What follows belongs to an exercise in optimizing a design on an open flow for small area; a production flow would make more cautious choices. The RTL was checked by simulation tests, not by an equivalence proof against the original design. Power and IR drop assume default switching activity.

## build 93
## regfile_multiport
module regfile_multiport #(
  parameter int DATA_WIDTH = 64,
  parameter int DEPTH      = 32,
  parameter int ADDR_WIDTH = $clog2(DEPTH),
  parameter int NUM_READ   = 2,
  parameter int ZERO_REG   = 1
) (
  input  logic                           Clk,
  input  logic                           Rst,
  input  logic                           write_En,
  input  logic [ADDR_WIDTH-1:0]          write_Addr,
  input  logic [DATA_WIDTH/8-1:0]        write_Be,
  input  logic [DATA_WIDTH-1:0]          data_in,
  input  logic [NUM_READ*ADDR_WIDTH-1:0] addr_Rd,
  output logic [NUM_READ*DATA_WIDTH-1:0] data_out,
  output logic                           ready
);
  localparam int NBYTES = DATA_WIDTH / 8;
  localparam int FIRST  = (ZERO_REG != 0) ? 1 : 0;
  localparam int NLIVE  = DEPTH - FIRST;
  localparam logic [ADDR_WIDTH-1:0] LAST_IDX = ADDR_WIDTH'((1 << ADDR_WIDTH) - 1);
  logic [DATA_WIDTH-1:0]          mem_q [DEPTH];
  logic                           ready_q;
  logic [ADDR_WIDTH-1:0]          wa_q;     
  logic [NBYTES-1:0]              wbe_nq;   
  logic [DATA_WIDTH-1:0]          wd_q;     
  localparam int LO_W = 2;
  localparam int HI_W = ADDR_WIDTH - LO_W;
  logic [NUM_READ-1:0][(1 << LO_W)-1:0] ra_lo_nq;
  logic [NUM_READ-1:0][(1 << HI_W)-1:0] ra_hi_nq;
  logic live;
  assign live = ready_q && !Rst;
  always_ff @(posedge Clk) begin
    for (int p = 0; p < NUM_READ; p++) begin
      for (int i = 0; i < (1 << LO_W); i++)
        ra_lo_nq[p][i] <= (addr_Rd[p*ADDR_WIDTH +: LO_W] != LO_W'(i));
      for (int i = 0; i < (1 << HI_W); i++)
        ra_hi_nq[p][i] <= (addr_Rd[p*ADDR_WIDTH + LO_W +: HI_W] != HI_W'(i));
    end
    ready_q <= !Rst && (ready_q || (wa_q == LAST_IDX));
    if (live) begin
      wa_q   <= write_Addr;
      wbe_nq <= ~(write_Be & {NBYTES{write_En}});
      wd_q   <= data_in;
    end else begin
      wa_q   <= Rst ? '0 : wa_q + ADDR_WIDTH'(1);
      wbe_nq <= '0;
      wd_q   <= '0;
    end
  end
  logic [DEPTH-1:0] wdec_n;
  ...
Size in the first run: about 220 I/O pins, ~80000 sq um of cells after synthesis.
Settings: LEC_CHECK=0, CAP_MARGIN=20, CORE_MARGIN=2, CORE_UTILIZATION=40, CTS_CLUSTER_DIAMETER=60, CTS_CLUSTER_SIZE=24, SETUP_SLACK_MARGIN=0.2, SLEW_MARGIN=20, SYNTH_HIERARCHICAL=1, SYNTH_MINIMUM_KEEP_SIZE=0; clock period 5.0 ns.
standard.sh (not shown) runs the stock make flow with config.mk's settings and CLKGATE_MAP_FILE= SYNTH_SCRIPT=/design/flow/synth_recipe.tcl, a recipe that flattens the netlist after the stock synthesis.
==> flow/flow/run.sh <==
#!/bin/bash
# The standard layout (the standard.sh, synthesis unchanged), except that:
#  - clock tree synthesis adds no dummy loads and uses clkbuf_8 below the root;
#  - the port buffers are sky130_fd_sc_hd__buf_1 instead of the delay buffer that
#    buffer_ports picks by default (every input and output still gets a buffer).
# Each step's log stays under orfs/logs; standard.sh's own output goes to standard_run.log.
set -o pipefail
export CTS_ARGS="-sink_clustering_enable -repair_clock_nets -sink_clustering_size 16 -sink_clustering_max_diameter 50 -dont_use_dummy_load -root_buf sky130_fd_sc_hd__clkbuf_16 -buf_list sky130_fd_sc_hd__clkbuf_8"
export BUFFER_PORTS_ARGS="-buffer_cell sky130_fd_sc_hd__buf_1"
bash standard.sh > standard_run.log 2>&1
Build 93: full flow OK, the timing, DRC and antenna checks passed
--- input diff build 93..build 35 ---
Settings: a change of SETUP_SLACK_MARGIN from 0.2 to 0.1; a change of CORE_UTILIZATION from 40 to 50.
==> flow/flow/run.sh <==
#!/bin/bash
# The standard layout (the standard.sh, synthesis unchanged), except that:
#  - clock tree synthesis adds no dummy loads;
#  - the port buffers are sky130_fd_sc_hd__buf_1 instead of the delay buffer that
#    buffer_ports picks by default (every input and output still gets a buffer).
# Each step's log stays under orfs/logs; standard.sh's own output goes to standard_run.log.
set -o pipefail
export CTS_ARGS="-sink_clustering_enable -repair_clock_nets -sink_clustering_size 24 -sink_clustering_max_diameter 60 -dont_use_dummy_load"
export BUFFER_PORTS_ARGS="-buffer_cell sky130_fd_sc_hd__buf_1"
bash standard.sh > standard_run.log 2>&1
==> comparison <==
- Build 35 vs build 93 — final-stage net count dropped slightly
- Finished, but not clean: build 35, with antenna violations, negative setup slack.
- Compared with build 93, build 35 improves hold slack.
- Build 35 vs build 93 — cell-internal power rose about 7%.
- Height of the die (build 35 over build 93): decrease, 47 microns
- Going from build 93 to build 35, placeable core region lower, detail-routed via count per cell up 9.6%, portion of total power attributed to the clock network increased 4.0 points.
- Of build 35 and build 93, the lower largest incremental delay on the critical path belongs to build 93.
- Build 93 ended up with data_out[17] as its timing endpoint of the critical path; build 35 ended up with data_out[111].
- Build 93 -> build 35: power spent charging and discharging nets increased slightly
For build 87, these inputs were changed with respect to build 35:
Settings: swapping 50 for 40 in CORE_UTILIZATION; swapping 0.1 for 0.2 in SETUP_SLACK_MARGIN.
==> flow/flow/run.sh <==
#!/bin/bash
# The standard layout (the standard.sh, synthesis unchanged), except that:
#  - clock tree synthesis adds no dummy loads and uses clkbuf_8 below the root;
#  - the port buffers are sky130_fd_sc_hd__buf_1 instead of the delay buffer that
#    buffer_ports picks by default (every input and output still gets a buffer).
# Each step's log stays under orfs/logs; standard.sh's own output goes to standard_run.log.
set -o pipefail
export CTS_ARGS="-sink_clustering_enable -repair_clock_nets -sink_clustering_size 16 -sink_clustering_max_diameter 65 -dont_use_dummy_load -root_buf sky130_fd_sc_hd__clkbuf_16 -buf_list sky130_fd_sc_hd__clkbuf_8"
export BUFFER_PORTS_ARGS="-buffer_cell sky130_fd_sc_hd__buf_1"
bash standard.sh > standard_run.log 2>&1
Build 87 did not stop at any stage, and its layout met the timing, DRC and antenna checks. Build 35 ran in full, but the layout does not pass; the checks complain about antenna violations, negative setup slack. Against build 35 as the reference, build 87 delivers a higher clock tree buffer count of the final layout. Sort build 87 and build 35 by wire length per cell after detailed routing, ascending, and build 87 comes first. Higher clock input transition at the sequential cells of the worst setup and hold paths goes to build 87 over build 35. Compared to build 35, the routing of build 87 uses more wire. Relative to build 35, the clock insertion delay at the later pin of the skew report of build 87 is higher by 0.05 ns. Per the comparison of build 87 with build 35, clock network contribution to total cell area fell 1.5 points, number of setup violations in the final report decreased by 1 relative to the old numbers, portion of total power attributed to combinational logic grew by 0.5 points.
Inputs modified between build 87 and build 41:
==> flow/run.sh (new file) <==
#!/bin/bash
# synth_recipe.tcl (not shown) runs the flow's synth.tcl, then flattens the netlist and writes it again
# the make line also repeats each setting of config.mk as NAME=value (left out here)
make -C /OpenROAD-flow-scripts/flow DESIGN_CONFIG=/design/flow/config.mk WORK_HOME=/design/flow/orfs CLKGATE_MAP_FILE= SYNTH_SCRIPT=/design/flow/synth_recipe.tcl finish
removed: flow/flow/run.sh
removed: flow/standard.sh
==> results.txt <==
Build 41: all stages complete, timing, DRC and antenna checks passed
Build 87 closes out successfully: all stages finished, all timing, DRC and antenna checks passed.
Build 41 vs build 87 — initial detailed-routing violation count climbed by a few percent
Total CTS buffers is higher on build 87
Total power after layout, build 41 and build 87: smaller value in build 87
Build 41 vs. build 87: fraction of area in registers dropped 3.7 points, power per unit of standard cell area increased 11%, number of placed instances with taps included higher.
Build 87 → build 41: routed wire length picked up an extra about 7%; clock network area share picked up an extra 2.8 points.

Setup of job 5908:
The RTL this note starts from:
==> flow/design.v <==
module rf_aoi222 (
  input  logic a1, a2, b1, b2, c1, c2,
  output logic y
);
  assign y = ~((a1 & a2) | (b1 & b2) | (c1 & c2));
endmodule
module rf_aoi22 (
  input  logic a1, a2, b1, b2,
  output logic y
);
  assign y = ~((a1 & a2) | (b1 & b2));
endmodule
module rf_nand2 (
  input  logic a, b,
  output logic y
);
  assign y = ~(a & b);
endmodule
module rf_nor2 (
  input  logic a, b,
  output logic y
);
  assign y = ~(a | b);
endmodule
module rf_nand_or #(
  parameter int N = 11
) (
  input  logic [N-1:0] n,
  output logic         y
);
  assign y = ~&n;
endmodule
module rf_dec #(
  parameter int AW = 5,
  parameter int N  = 32,
  parameter bit INV = 1'b0
) (
  input  logic [AW-1:0] a,
  output logic [N-1:0]  s
);
  for (genvar e = 0; e < N; e++) begin : g_e
    assign s[e] = (a == AW'(e)) ^ INV;
  end
endmodule
module rf_rd_bit #(
  parameter int N = 31
) (
  input  logic [N-1:0] sel,
  input  logic [N-1:0] d,
  output logic         y
);
  localparam int NG  = N / 3;
  localparam int REM = N % 3;
  localparam int NT  = NG + ((REM != 0) ? 1 : 0);
  logic [NT-1:0] t_n;
  for (genvar g = 0; g < NG; g++) begin : g_grp
    rf_aoi222 u_aoi (
      .a1(sel[3*g]),     .a2(d[3*g]),
      .b1(sel[3*g + 1]), .b2(d[3*g + 1]),
      .c1(sel[3*g + 2]), .c2(d[3*g + 2]),
      .y(t_n[g])
    );
  end
  if (REM == 1) begin : g_r1
    rf_nand2 u_nand (.a(sel[N-1]), .b(d[N-1]), .y(t_n[NT-1]));
  end else if (REM == 2) begin : g_r2
    rf_aoi22 u_aoi (.a1(sel[N-2]), .a2(d[N-2]), .b1(sel[N-1]), .b2(d[N-1]), .y(t_n[NT-1]));
  end
  rf_nand_or #(.N(NT)) u_or (.n(t_n), .y(y));
endmodule
module regfile_multiport #(
  parameter int DATA_WIDTH = 64,
  parameter int DEPTH      = 32,
  parameter int ADDR_WIDTH = $clog2(DEPTH),
  parameter int NUM_READ   = 2,
  parameter int ZERO_REG   = 1
) (
  input  logic                           Clk,
  input  logic                           Rst,
  input  logic                           write_En,
  input  logic [ADDR_WIDTH-1:0]          write_Addr,
  input  logic [DATA_WIDTH/8-1:0]        write_Be,
  input  logic [DATA_WIDTH-1:0]          data_in,
  input  logic [NUM_READ*ADDR_WIDTH-1:0] addr_Rd,
  output logic [NUM_READ*DATA_WIDTH-1:0] data_out,
  output logic                           ready
);
  localparam int NBYTES = DATA_WIDTH / 8;
  localparam int FIRST  = (ZERO_REG != 0) ? 1 : 0;
  localparam int NLIVE  = DEPTH - FIRST;
  localparam logic [ADDR_WIDTH-1:0] LAST_IDX = ADDR_WIDTH'((1 << ADDR_WIDTH) - 1);
  logic [DATA_WIDTH-1:0]          mem_q [DEPTH];
  logic                           ready_q;
  logic [ADDR_WIDTH-1:0]          wa_q;     
  logic [NBYTES-1:0]              wbe_nq;   
  logic [DATA_WIDTH-1:0]          wd_q;     
  localparam int LO_W = 2;
  localparam int HI_W = ADDR_WIDTH - LO_W;
  logic [NUM_READ-1:0][(1 << LO_W)-1:0] ra_lo_nq;
  logic [NUM_READ-1:0][(1 << HI_W)-1:0] ra_hi_nq;
  logic live;
  assign live = ready_q && !Rst;
  always_ff @(posedge Clk) begin
    for (int p = 0; p < NUM_READ; p++) begin
      for (int i = 0; i < (1 << LO_W); i++)
        ra_lo_nq[p][i] <= (addr_Rd[p*ADDR_WIDTH +: LO_W] != LO_W'(i));
      for (int i = 0; i < (1 << HI_W); i++)
        ra_hi_nq[p][i] <= (addr_Rd[p*ADDR_WIDTH + LO_W +: HI_W] != HI_W'(i));
    end
    ready_q <= !Rst && (ready_q || (wa_q == LAST_IDX));
    if (live) begin
      wa_q   <= write_Addr;
      wbe_nq <= ~(write_Be & {NBYTES{write_En}});
      wd_q   <= data_in;
    end else begin
      wa_q   <= Rst ? '0 : wa_q + ADDR_WIDTH'(1);
      wbe_nq <= '0;
      wd_q   <= '0;
    end
  end
  logic [DEPTH-1:0] wdec_n;
  rf_dec #(.AW(ADDR_WIDTH), .N(DEPTH), .INV(1'b1)) u_wdec (.a(wa_q), .s(wdec_n));
  for (genvar e = FIRST; e < DEPTH; e++) begin : g_ent
    for (genvar k = 0; k < NBYTES; k++) begin : g_byte
      logic en;
      rf_nor2 u_en (.a(wdec_n[e]), .b(wbe_nq[k]), .y(en));
      always_ff @(posedge Clk) begin
        if (en) mem_q[e][8*k +: 8] <= wd_q[8*k +: 8];
      end
    end
  end
  for (genvar p = 0; p < NUM_READ; p++) begin : g_rd
    logic [DEPTH-1:0] sel;
    for (genvar e = 0; e < DEPTH; e++) begin : g_sel
      rf_nor2 u_sel (.a(ra_hi_nq[p][e >> LO_W]), .b(ra_lo_nq[p][e % (1 << LO_W)]), .y(sel[e]));
    end
    for (genvar b = 0; b < DATA_WIDTH; b++) begin : g_bit
      logic [NLIVE-1:0] col;
      for (genvar e = FIRST; e < DEPTH; e++) begin : g_col
        assign col[e - FIRST] = mem_q[e][b];
      end
      rf_rd_bit #(.N(NLIVE)) u_bit (
        .sel(sel[DEPTH-1:FIRST]), .d(col), .y(data_out[p*DATA_WIDTH + b])
      );
    end
  end
  assign ready = ready_q;
endmodule
Settings: LEC_CHECK=0, CAP_MARGIN=20, CORE_MARGIN=2, CORE_UTILIZATION=40, CTS_CLUSTER_DIAMETER=60, CTS_CLUSTER_SIZE=24, SETUP_SLACK_MARGIN=0.2, SLEW_MARGIN=20, SYNTH_HIERARCHICAL=1, SYNTH_MINIMUM_KEEP_SIZE=0; clock period 5.0 ns.
==> flow/flow/run.sh <==
#!/bin/bash
# The standard layout (the standard.sh, synthesis unchanged), except that:
#  - clock tree synthesis adds no dummy loads and uses clkbuf_8 below the root;
#  - the port buffers are sky130_fd_sc_hd__buf_1 instead of the delay buffer that
#    buffer_ports picks by default (every input and output still gets a buffer).
# Each step's log stays under orfs/logs; standard.sh's own output goes to standard_run.log.
set -o pipefail
export CTS_ARGS="-sink_clustering_enable -repair_clock_nets -sink_clustering_size 16 -sink_clustering_max_diameter 80 -dont_use_dummy_load -root_buf sky130_fd_sc_hd__clkbuf_16 -buf_list sky130_fd_sc_hd__clkbuf_8"
export BUFFER_PORTS_ARGS="-buffer_cell sky130_fd_sc_hd__buf_1"
bash standard.sh > standard_run.log 2>&1
## Diff of input files: job 5119 against job 5908
==> flow/flow/run.sh <==
#!/bin/bash
# The standard layout (the standard.sh, synthesis unchanged), except that:
#  - clock tree synthesis adds no dummy loads;
#  - the port buffers are sky130_fd_sc_hd__buf_1 instead of the delay buffer that
#    buffer_ports picks by default (every input and output still gets a buffer).
# Each step's log stays under orfs/logs; standard.sh's own output goes to standard_run.log.
set -o pipefail
export CTS_ARGS="-sink_clustering_enable -repair_clock_nets -sink_clustering_size 24 -sink_clustering_max_diameter 60 -dont_use_dummy_load"
export BUFFER_PORTS_ARGS="-buffer_cell sky130_fd_sc_hd__buf_1"
bash standard.sh > standard_run.log 2>&1
[summary]
Post-route worst setup slack ends up higher on job 5908. Between job 5908 and job 5119, the flow reports non-clock buffer count decreasing slightly. Across both runs, met1 routed wirelength after detailed routing was lower for job 5119 than for job 5908. Number of vias after detailed routing across job 5119 and job 5908: no real change. In terms of number of global-route vias before repair, job 5908 and job 5119 differ only marginally. A end of the critical path of data_out[52] is what job 5908 shows, while data_out[17] belongs to job 5119.
Here is what was changed in the inputs of job 7834 compared with job 5119.
==> flow/flow/run.sh <==
#!/bin/bash
# The standard layout (the standard.sh, synthesis unchanged), except that:
#  - clock tree synthesis adds no dummy loads and uses clkbuf_8 below the root;
#  - the port buffers are sky130_fd_sc_hd__buf_1 instead of the delay buffer that
#    buffer_ports picks by default (every input and output still gets a buffer).
# Each step's log stays under orfs/logs; standard.sh's own output goes to standard_run.log.
set -o pipefail
export CTS_ARGS="-sink_clustering_enable -repair_clock_nets -sink_clustering_size 20 -sink_clustering_max_diameter 45 -dont_use_dummy_load -root_buf sky130_fd_sc_hd__clkbuf_16 -buf_list sky130_fd_sc_hd__clkbuf_8"
export BUFFER_PORTS_ARGS="-buffer_cell sky130_fd_sc_hd__buf_1"
bash standard.sh > standard_run.log 2>&1
Results
Maximum frequency came out higher on job 7834 than on job 5119. Compared to job 5119, job 7834 has share of the cycle needed by the critical path after routing 0.34 points lower. Taking job 5119 as the reference, in job 7834 design area now sits lower, total power per unit cell area decreased by about 3.7% relative to the old numbers. Re number of nets in the finished design: job 7834 and job 5119 aren't equal, and the lower value belongs to job 5119. Of job 7834 and job 5119, job 5119 shows the lower maximum cell stage delay along the critical path, with job 7834 above it. Sort job 7834 and job 5119 by proportion of layout cells with a drive suffix above 1 asc -> top: job 5119. There was hardly any difference in global-route usage over all layers between job 5119 and job 7834. Utilization down 0.31 points in job 7834 wrt job 5119. The final reports for job 7834 and job 5119 show sequential share of layout area higher in the former.

[what the ideal ports hide]
No port has a modelled driver above. Below, the same layouts with a new extraction and two added sets of constraints.
Step 1 (the two cells are an assumption about what drives the block):
set clk [get_ports {Clk}]
set_driving_cell -lib_cell sky130_fd_sc_hd__clkbuf_16 $clk
set_driving_cell -lib_cell sky130_fd_sc_hd__buf_2 [delete_from_list [all_inputs] $clk]
Step 2 times the ports against the registers' clock, not the clock port: input delays grow and output delays shrink by t, the midpoint of the rising clock arrivals with the driver on.
Slacks: no drivers / after step 1 / after step 2; pairs: no drivers / after step 1.
run | t, ns | setup slack, ns | worst setup path at the end | worst slew at a driven data input, ns
build 93 | 0.886 | 0.179 / 0.094 / 0.980 | register to output | 0.23
build 35 | 0.873 | -0.045 / -0.134 / 0.739 | register to output | 0.12
build 87 | 0.880 | 0.237 / 0.152 / 1.032 | register to output | 0.24
build 41 | 0.910 | 0.085 / 0.004 / 0.914 | register to output | 0.07
job 5908 | 0.872 | 0.248 / 0.160 / 1.032 | register to output | 0.23
job 5119 | 0.871 | 0.243 / 0.159 / 1.030 | register to output | 0.24
job 7834 | 0.890 | 0.260 / 0.171 / 1.062 | register to output | 0.23
